Background: an optimization exercise with open tools, aiming at small area, a short achievable clock period and few clock cycles per item. Do not read the settings as production practice. RTL that was checked went through simulation tests only; none was proved equivalent to the original.

## alpha
// fp_mul_arbiter
module fp_mul_arbiter #(
    parameter int W = fp_alu_pkg::FP_W
) (
    input  logic         clk,
    input  logic         rst,
    input  logic         req0_valid,
    input  logic [W-1:0] req0_a,
    input  logic [W-1:0] req0_b,
    output logic         req0_ready,
    input  logic         req1_valid,
    input  logic [W-1:0] req1_a,
    input  logic [W-1:0] req1_b,
    output logic         req1_ready,
    output logic         rsp_valid,
    output logic [W-1:0] rsp_data,
    output logic         rsp_id,
    input  logic         rsp_ready
);
Size: ~21000 um2 of cells after synthesis.
==> flow/config.mk <==
export PLATFORM = sky130hd
export DESIGN_NAME = fp_mul_arbiter
export DESIGN_NICKNAME = fp_mul_arbiter
export VERILOG_FILES = /design/flow/design.v
export SDC_FILE = /design/flow/constraint.sdc
export NUM_CORES = 4
export LEC_CHECK = 0
export CAP_MARGIN = 20
export CORE_MARGIN = 2
export CORE_UTILIZATION = 40
export CTS_BUF_LIST = sky130_fd_sc_hd__clkbuf_8
export SETUP_SLACK_MARGIN = 5
export SLEW_MARGIN = 20
export SYNTH_HIERARCHICAL = 1
export SYNTH_MINIMUM_KEEP_SIZE = 0
==> flow/constraint.sdc <==
create_clock -name core_clock -period 11.0 [get_ports {clk}]
set_input_delay 2.2000 -clock core_clock [delete_from_list [all_inputs] [get_ports {clk}]]
set_output_delay 2.2000 -clock core_clock [all_outputs]
set_load 0.01 [all_outputs]
standard.sh (not shown) runs the stock make flow with config.mk's settings and CLKGATE_MAP_FILE= SYNTH_SCRIPT=/design/flow/synth_recipe.tcl, a recipe that flattens the netlist after the stock synthesis.
==> flow/flow/run.sh <==
#!/bin/bash
# The standard ORFS layout (the standard.sh, standard synthesis unchanged),
# with buf_2 cells as the port buffers instead of the resizer's default pick.
set -euo pipefail
bash standard.sh "BUFFER_PORTS_ARGS=-buffer_cell sky130_fd_sc_hd__buf_2" finish > orfs_make.log 2>&1
Inputs modified between alpha and gamma:
diff --git a/flow/config.mk b/flow/config.mk
--- a/flow/config.mk
+++ b/flow/config.mk
@@ -9,5 +9,4 @@
 export CORE_MARGIN = 2
 export CORE_UTILIZATION = 40
-export CTS_BUF_LIST = sky130_fd_sc_hd__clkbuf_8
 export SETUP_SLACK_MARGIN = 5
 export SLEW_MARGIN = 20
[summary]
Every stage of the flow completed for gamma, and the final layout passed the timing, design-rule and antenna checks. gamma vs. alpha: clock skew went up by 0.0044 ns, met2 wire length went up by 0.74%, register clock-pin slew on the reported worst setup and hold paths went down by 0.02 ns, number of buffers other than clock buffers in the final layout went up by 1. Between alpha and gamma, the difference in maximum frequency from static timing analysis is negligible. In the final reports, the cell area of gamma is larger than that of alpha.
Function was not checked in any run of this note: the RTL went through the layout flow alone.

========
Another version of the RTL of fp_mul_arbiter (not shown whole).
Size: about 170 I/O pins, roughly 20000 um2 of cells after synthesis.
clock: 11.0 ns
lec_check: 0
cap_margin: 20
core_margin: 2
core_utilization: 40
cts_buf_list: sky130_fd_sc_hd__clkbuf_8
setup_slack_margin: 5
slew_margin: 20
synth_hierarchical: 1
synth_minimum_keep_size: 0
==> flow/flow/run.sh <==
#!/bin/bash
# The standard ORFS layout (the standard.sh, standard synthesis unchanged),
# with buf_2 cells as the port buffers and a larger setup repair margin.
set -euo pipefail
bash standard.sh "BUFFER_PORTS_ARGS=-buffer_cell sky130_fd_sc_hd__buf_2" SETUP_SLACK_MARGIN=5.7 finish > orfs_make.log 2>&1
Testbench counts at the start, summed over its fixed seeds: cycles 6,416, items 6,400.
Change:
==> flow/flow/run.sh (replaced) <==
#!/bin/bash
# The standard ORFS layout (the standard.sh, standard synthesis unchanged),
# with buf_2 cells as the port buffers and a larger setup repair margin.
set -euo pipefail
bash standard.sh "BUFFER_PORTS_ARGS=-buffer_cell sky130_fd_sc_hd__buf_2" SETUP_SLACK_MARGIN=5.5 finish > orfs_make.log 2>&1
- CORE_UTILIZATION: 40 -> 60
=> Final cell count went down by 10%; global-route usage came out higher by 10 points; sequential share of layout area came out higher by 1.0 points; core utilization went up by 20 points; final area decreases by 6.8%; clock skew came out lower by 0.0075 ns; worst setup slack gets worse by 0.11 ns.
Change:
==> flow/run.sh (new file) <==
#!/bin/bash
# synth_recipe.tcl (not shown) runs the flow's synth.tcl, then flattens the netlist and writes it again
# the make line also repeats each setting of config.mk as NAME=value (left out here)
make -C /OpenROAD-flow-scripts/flow DESIGN_CONFIG=/design/flow/config.mk WORK_HOME=/design/flow/orfs CLKGATE_MAP_FILE= SYNTH_SCRIPT=/design/flow/synth_recipe.tcl finish
- CORE_UTILIZATION: 60 -> 40
removed: flow/flow/run.sh
removed: flow/standard.sh
Effect: The changed run finished clean. Clock-buffer cell count went down by 1. Setup slack got worse by 0.45 ns. Cell count went up by a little under a tenth. Sequential cell count is unchanged. Utilization went down by 22 points. Design area went up slightly. Routed wire length went up by a few percent.
Change:
==> flow/flow/run.sh (new file) <==
#!/bin/bash
# The standard ORFS layout (the standard.sh, standard synthesis unchanged),
# with buf_2 cells as the port buffers and a larger setup repair margin.
set -euo pipefail
bash standard.sh "BUFFER_PORTS_ARGS=-buffer_cell sky130_fd_sc_hd__buf_2" SETUP_SLACK_MARGIN=5.4 finish > orfs_make.log 2>&1
==> flow/standard.sh (new file) <==
#!/bin/bash
# synth_recipe.tcl (not shown) runs the flow's synth.tcl, then flattens the netlist and writes it again
# the make line also repeats each setting of config.mk as NAME=value (left out here)
make -C /OpenROAD-flow-scripts/flow DESIGN_CONFIG=/design/flow/config.mk WORK_HOME=/design/flow/orfs CLKGATE_MAP_FILE= SYNTH_SCRIPT=/design/flow/synth_recipe.tcl "${@:-finish}"
- CTS_CLUSTER_DIAMETER: default -> 150
- CTS_CLUSTER_SIZE: default -> 30
removed: flow/run.sh
Outcome:
- design area shrinks by about 1.4%
- final cell count is higher by 1.1%
- clock skew went up by 0.0081 ns
- synthesized area is unchanged
- register-to-register slack gains 0.31 ns
- first-iteration DRC count rises by about 5%
- synthesized cell count stays the same

========
fp_mul_arbiter, a different RTL version from the one above (not shown whole).
Size in the first run: about 100 flip-flops, ~170 I/O pins, ~21000 µm² of cells after synthesis.
export LEC_CHECK = 0
export ABC_AREA = 1
export CAP_MARGIN = 20
export CORE_MARGIN = 2
export CORE_UTILIZATION = 40
export SETUP_SLACK_MARGIN = 5
export SLEW_MARGIN = 20
create_clock -name core_clock -period 11.0 [get_ports {clk}]
run.sh (not shown) runs the stock make flow with config.mk's settings and CLKGATE_MAP_FILE= SYNTH_SCRIPT=/design/flow/synth_recipe.tcl, a recipe that flattens the netlist after the stock synthesis.
Stock flow here: none of the scripts above is used.
==> next run, changes <==
--- a/flow/config.mk
+++ b/flow/config.mk
@@ -10,4 +10,4 @@
 export CORE_MARGIN = 2
 export CORE_UTILIZATION = 40
-export SETUP_SLACK_MARGIN = 5
+export SETUP_SLACK_MARGIN = 3
 export SLEW_MARGIN = 20
Outcome: Die area is unchanged. Worst setup slack got worse by 0.72 ns. Maximum frequency came out lower by 9.7%. Core utilization drops by 3.8 points. Routed wire length goes down by about 6%. Global-route usage came out lower by 0.67 points. Clock skew hardly moves. Critical path depth grows by 1. Clock-buffer cell count climbs by 1. Non-clock buffer count went down by 95.
No functional check of the RTL was part of any run of this note.

========
Another version of the RTL of fp_mul_arbiter (not shown whole).
Size: roughly 2,000 cells after synthesis, ~170 I/O pins.
==> flow/design.v (excerpt) <==
module fp_mul_arbiter #(
    parameter int W = fp_alu_pkg::FP_W
) (
    input  logic         clk,
    input  logic         rst,
    input  logic         req0_valid,
    input  logic [W-1:0] req0_a,
    input  logic [W-1:0] req0_b,
    output logic         req0_ready,
    input  logic         req1_valid,
    input  logic [W-1:0] req1_a,
    input  logic [W-1:0] req1_b,
    output logic         req1_ready,
    output logic         rsp_valid,
    output logic [W-1:0] rsp_data,
    output logic         rsp_id,
    input  logic         rsp_ready
);
export LEC_CHECK = 0
export CAP_MARGIN = 20
export CORE_MARGIN = 2
export CORE_UTILIZATION = 40
export SETUP_SLACK_MARGIN = 5
export SLEW_MARGIN = 20
export SYNTH_HIERARCHICAL = 1
export SYNTH_MINIMUM_KEEP_SIZE = 0
create_clock -name core_clock -period 11.0 [get_ports {clk}]
standard.sh (not shown) runs the stock make flow with config.mk's settings and CLKGATE_MAP_FILE= SYNTH_SCRIPT=/design/flow/synth_recipe.tcl, a recipe that flattens the netlist after the stock synthesis.
==> flow/flow/run.sh <==
#!/bin/bash
# The standard ORFS layout (the standard.sh, standard synthesis unchanged),
# with buf_2 cells as the port buffers and a larger setup repair margin.
set -euo pipefail
bash standard.sh "BUFFER_PORTS_ARGS=-buffer_cell sky130_fd_sc_hd__buf_2" SETUP_SLACK_MARGIN=5.6 finish > orfs_make.log 2>&1
Testbench counts at the start, summed over its fixed seeds: cycles 6,416, items 6,400.
Rerun with:
==> flow/run.sh (new file) <==
#!/bin/bash
# synth_recipe.tcl (not shown) runs the flow's synth.tcl, then flattens the netlist and writes it again
# the make line also repeats each setting of config.mk as NAME=value (left out here)
make -C /OpenROAD-flow-scripts/flow DESIGN_CONFIG=/design/flow/config.mk WORK_HOME=/design/flow/orfs CLKGATE_MAP_FILE= SYNTH_SCRIPT=/design/flow/synth_recipe.tcl finish
removed: flow/flow/run.sh
removed: flow/standard.sh
After rerunning: Fmax fell by a few percent. Design area is lower slightly. First-iteration DRC count goes up by roughly a tenth. Area after synthesis stays the same. Worst hold slack hardly moves. Core utilization drops by 0.88 points.
Rerun with:
==> flow/flow/run.sh (new file) <==
#!/bin/bash
# The standard ORFS layout (the standard.sh, standard synthesis unchanged),
# with buf_2 cells as the port buffers instead of the resizer's default pick.
set -euo pipefail
bash standard.sh "BUFFER_PORTS_ARGS=-buffer_cell sky130_fd_sc_hd__buf_2" finish > orfs_make.log 2>&1
==> flow/standard.sh (new file) <==
#!/bin/bash
# synth_recipe.tcl (not shown) runs the flow's synth.tcl, then flattens the netlist and writes it again
# the make line also repeats each setting of config.mk as NAME=value (left out here)
make -C /OpenROAD-flow-scripts/flow DESIGN_CONFIG=/design/flow/config.mk WORK_HOME=/design/flow/orfs CLKGATE_MAP_FILE= SYNTH_SCRIPT=/design/flow/synth_recipe.tcl "${@:-finish}"
removed: flow/run.sh
What happened: Clock skew is about the same. Synthesized cell count does not change. Via count went down by 1.1%. Final area went down by 5.8%. Fmax barely changes.

## what the ideal ports hide
How much do the figures lean on ideal ports? The routed layouts below were timed once more, with nothing changed but the port constraints. Step 1 (the two cells are an assumption about what drives the block):
set clk [get_ports {clk}]
set_driving_cell -lib_cell sky130_fd_sc_hd__clkbuf_16 $clk
set_driving_cell -lib_cell sky130_fd_sc_hd__buf_2 [delete_from_list [all_inputs] $clk]
Step 2 times the ports against the registers' clock, not the clock port: input delays grow and output delays shrink by t, the midpoint of the rising clock arrivals with the driver on. Three values: ideal ports, drivers, drivers and shift; two values: the first two.
run | t, ns | setup WS [ns] | worst hold slack (ns) | worst slew at a driven data input, ns
alpha | 0.484 | 5.174 / 5.132 / 5.265 | 0.419 / 0.419 / 0.419 | 0.06
gamma | 0.467 | 5.168 / 5.121 / 5.256 | 0.419 / 0.419 / 0.419 | 0.06
the first run of note 2 | 0.497 | 5.680 / 5.680 / 5.593 | 0.422 / 0.422 / 0.422 | 0.08
the second run of note 2 | 0.512 | 5.571 / 5.542 / 5.551 | 0.421 / 0.421 / 0.421 | 0.07
the third run of note 2 | 0.492 | 5.121 / 5.088 / 4.988 | 0.426 / 0.426 / 0.426 | 0.06
the fourth run of note 2 | 0.506 | 5.526 / 5.524 / 5.426 | 0.422 / 0.422 / 0.422 | 0.05
the first run of note 3 | 0.462 | 4.315 / 4.258 / 4.720 | 0.424 / 0.424 / 0.424 | 0.06
the second run of note 3 | 0.455 | 3.599 / 3.541 / 3.619 | 0.425 / 0.425 / 0.425 | 0.05
the first run of note 4 | 0.473 | 5.211 / 5.211 / 5.211 | 0.418 / 0.418 / 0.418 | 0.05
the second run of note 4 | 0.472 | 5.051 / 5.051 / 5.051 | 0.417 / 0.417 / 0.417 | 0.06
the third run of note 4 | 0.473 | 5.037 / 5.037 / 5.037 | 0.421 / 0.421 / 0.421 | 0.06
After both steps setup and hold are still met in every run listed. For the third run of note 2, which loses most, drivers alone change the setup slack by -0.033 ns; drivers and shift together by -0.133 ns.
